What follows belongs to an exercise in optimizing a design on an open flow for small area, a short achievable clock period and few clock cycles; a production flow would make more cautious choices. The RTL was checked by simulation tests, not by an equivalence proof against the original design.

Setup of old:
## two_source_feather_blend
module two_source_feather_blend #(
  parameter int MAX_DIM = 4096,
  parameter bit      CUT_A = 1'b1,
  parameter bit      CUT_R = 1'b1,
  parameter bit      CUT_B = 1'b1,
  parameter bit      CUT_P = 1'b1,
  parameter bit      CUT_C = 1'b1,
  parameter bit [7:0] CUT_D = 8'b1111_1111
) (
  input  logic                              clk,
  input  logic                              rst,
  input  logic                              cfg_wen,
  input  logic [tsfb_pkg::REG_IDX_W-1:0]    cfg_index,
  input  logic [tsfb_pkg::REG_DATA_W-1:0]   cfg_data,
  input  logic                              s_tvalid,
  output logic                              s_tready,
  input  logic [tsfb_pkg::IN_DATA_W-1:0]    s_tdata,
  output logic                              m_tvalid,
  input  logic                              m_tready,
  output logic [tsfb_pkg::OUT_DATA_W-1:0]   m_tdata
);
export LEC_CHECK = 0
export CAP_MARGIN = 20
export CORE_MARGIN = 2
export CORE_UTILIZATION = 40
export SETUP_SLACK_MARGIN = 3.7
export SLEW_MARGIN = 20
create_clock -name core_clock -period 7.5 [get_ports {clk}]
run.sh (not shown) runs the stock make flow with config.mk's settings and CLKGATE_MAP_FILE= SYNTH_SCRIPT=/design/flow/synth_recipe.tcl, a recipe that flattens the netlist after the stock synthesis.
Testbench counts of old, summed over its fixed seeds: cycles 15,072.
Here is what was changed in the inputs of new compared with old.
--- a/flow/design.v
+++ b/flow/design.v
@@ -1196,28 +1196,24 @@
       case (cfg_index)
         3'd0: dim[0] <= cfg_clamped;
         3'd1: dim[1] <= cfg_clamped;
         3'd2: dim[2] <= cfg_clamped;
         3'd3: dim[3] <= cfg_clamped;
         3'd4: alpha_mode <= cfg_data[0];
         default: ;
       endcase
     end
   end
-  localparam int MEM_D  = 14;
-  localparam int FIFO_D = MEM_D + 1;
-  logic       en;
-  logic [4:0] occ;
-  assign en       = 1'b1;
-  assign s_tready = occ < 5'(FIFO_D);
-  logic acc_hs;
-  assign acc_hs = s_tvalid && s_tready;
+  logic en;
+  logic sv;
+  assign en       = !sv;
+  assign s_tready = en;
   logic [55:0] crd;
   assign crd = {s_tdata[87:60], s_tdata[27:0]};
   logic [3:0]  ax_in;
   logic [47:0] fac;
   for (genvar i = 0; i < 4; i++) begin : g_axis
     logic [13:0] c;
     logic [12:0] hi;
     assign c = crd[14*i +: 14];
     assign ax_in[i] = !c[13] && (c[12:0] < dim[i]);
     assign hi       = dim[i] - c[12:0];
@@ -1235,21 +1231,21 @@
     logic       ge;
     assign a  = s_tdata[28 + 8*c +: 8];
     assign b  = s_tdata[88 + 8*c +: 8];
     assign ge = b >= a;
     assign ch0[17*c +: 17] = {ge, ge ? a : b, ge ? 8'(b - a) : 8'(a - b)};
   end
   localparam int WA = 2 + 48 + 51;
   logic          v1;
   logic [WA-1:0] pa;
   tsfb_pipe #(.W(WA), .CUT(CUT_A)) u_cut_a (
-    .clk(clk), .rst(rst), .en(en), .vi(acc_hs),
+    .clk(clk), .rst(rst), .en(en), .vi(s_tvalid),
     .di({nz0, m0, ch0}), .vo(v1), .dq(pa));
   logic [1:0]  nz1;
   logic [47:0] m1;
   logic [50:0] ch1;
   assign {nz1, m1, ch1} = pa;
   logic [23:0] ws1_0;
   logic [23:0] wc1_0;
   logic [23:0] ws1_1;
   logic [23:0] wc1_1;
   tsfb_mul_12x12 u_mul_w0 (.a(nz1[0] ? m1[11:0]  : 12'd0), .b(m1[23:12]), .ps(ws1_0), .pc(wc1_0));
@@ -1352,51 +1348,35 @@
   logic [23:0] q8;
   logic [23:0] lo8;
   assign any8 = bd[9*WD-1];
   assign q8   = bd[8*WD+24 +: 24];
   assign lo8  = bd[8*WD +: 24];
   logic        last_v;
   logic [24:0] last_d;
   assign last_v = vd[8];
   assign last_d = {any8, 8'(lo8[23:16] + q8[23:16]), 8'(lo8[15:8] + q8[15:8]),
                    8'(lo8[7:0] + q8[7:0])};
-  logic [24:0] fifo_mem [0:MEM_D-1];
-  logic [3:0]  wr_ptr;
-  logic [3:0]  rd_ptr;
-  logic [3:0]  fifo_cnt;
   logic        ov;
   logic [24:0] od;
-  logic        out_hs;
-  logic        take_new;
-  logic        take_mem;
-  logic        push;
-  assign out_hs   = ov && m_tready;
-  assign take_mem = (!ov || m_tready) && fifo_cnt != 4'd0;
-  assign take_new = (!ov || m_tready) && fifo_cnt == 4'd0 && last_v;
-  assign push     = last_v && !take_new;
+  logic [24:0] sd;
   always_ff @(posedge clk) begin
     if (rst) begin
-      occ      <= 5'd0;
-      wr_ptr   <= 4'd0;
-      rd_ptr   <= 4'd0;
-      fifo_cnt <= 4'd0;
-      ov       <= 1'b0;
-    end else begin
-      occ      <= occ + 5'(acc_hs) - 5'(out_hs);
-      if (push)     wr_ptr <= (wr_ptr == 4'(MEM_D - 1)) ? 4'd0 : wr_ptr + 4'd1;
-      if (take_mem) rd_ptr <= (rd_ptr == 4'(MEM_D - 1)) ? 4'd0 : rd_ptr + 4'd1;
-      fifo_cnt <= fifo_cnt + 4'(push) - 4'(take_mem);
-      if (!ov || m_tready) ov <= take_mem || take_new;
+      ov <= 1'b0;
+      sv <= 1'b0;
+    end else if (en) begin
+      if (!ov || m_tready) ov <= last_v;
+      else                 sv <= last_v;
+    end else if (m_tready) begin
+      ov <= 1'b1;
+      sv <= 1'b0;
     end
   end
   always_ff @(posedge clk) begin
-    if (take_mem)      od <= fifo_mem[rd_ptr];
-    else if (take_new) od <= last_d;
+    if (en && (!ov || m_tready)) od <= last_d;
+    else if (!en && m_tready)    od <= sd;
   end
-  for (genvar e = 0; e < MEM_D; e++) begin : g_fifo
-    always_ff @(posedge clk) begin
-      if (push && wr_ptr == 4'(e)) fifo_mem[e] <= last_d;
-    end
+  always_ff @(posedge clk) begin
+    if (en && ov && !m_tready) sd <= last_d;
   end
   assign m_tvalid = ov;
   assign m_tdata  = od[24] ? {8'hff, od[23:0]} : 32'd0;
 endmodule
Notes after the runs:
- Number of nets in the layout in new is 446 below old.
- From old to new the numbers moved as follows: cell area after placement higher, number of rows in the core area higher.
- Compared new vs old, and utilization is up in new.
- Sort new and old by clock-buffer cell count asc -> top: new
- [new] maximum fanout count along the critical path fell 16 relative to old
- Between old and new, the aggregate negative setup slack figures differ only marginally.
- new vs old, time the worst path needs with I/O delays and setup went up by 0.11 ns.
- Compared with old, the detailed router inserted fewer vias in new.
- The die area of new exceeds that of old by 4.9%.
- Going from old to new, post-route clock period utilization grows by 1.5 points.
Testbench counts of new, summed over its fixed seeds: cycles 15,072.

## separate check: timing with driven ports
The flow's constraints put no driver on any port. The routed layouts listed below were extracted and timed again, unchanged, in two steps.
Step 1 (the two cells are an assumption about what drives the block):
set clk [get_ports {clk}]
set_driving_cell -lib_cell sky130_fd_sc_hd__clkbuf_16 $clk
set_driving_cell -lib_cell sky130_fd_sc_hd__buf_2 [delete_from_list [all_inputs] $clk]
Step 2 adds t to the input delays and takes it off the output delays; t is the mean of the earliest and latest rising clock arrival at the registers after step 1. Input paths then give back, and output paths get back, about the clock's delay inside the block.
Three values: ideal, step 1, step 2; two values: the first two.
run	t, ns	slack for setup (ns)	latest minus earliest clock arrival (ns)	worst data-port slew with drivers (ns)	pins driven straight from the clock port
old	0.966	3.736 / 3.696 / 2.867	0.150 / 0.149	0.07	1
new	0.958	3.623 / 3.623 / 2.865	0.083 / 0.084	0.13	1
After both steps setup and hold are still met in every run listed. For old, which loses most, drivers alone change the setup slack by -0.040 ns; drivers and shift together by -0.869 ns.
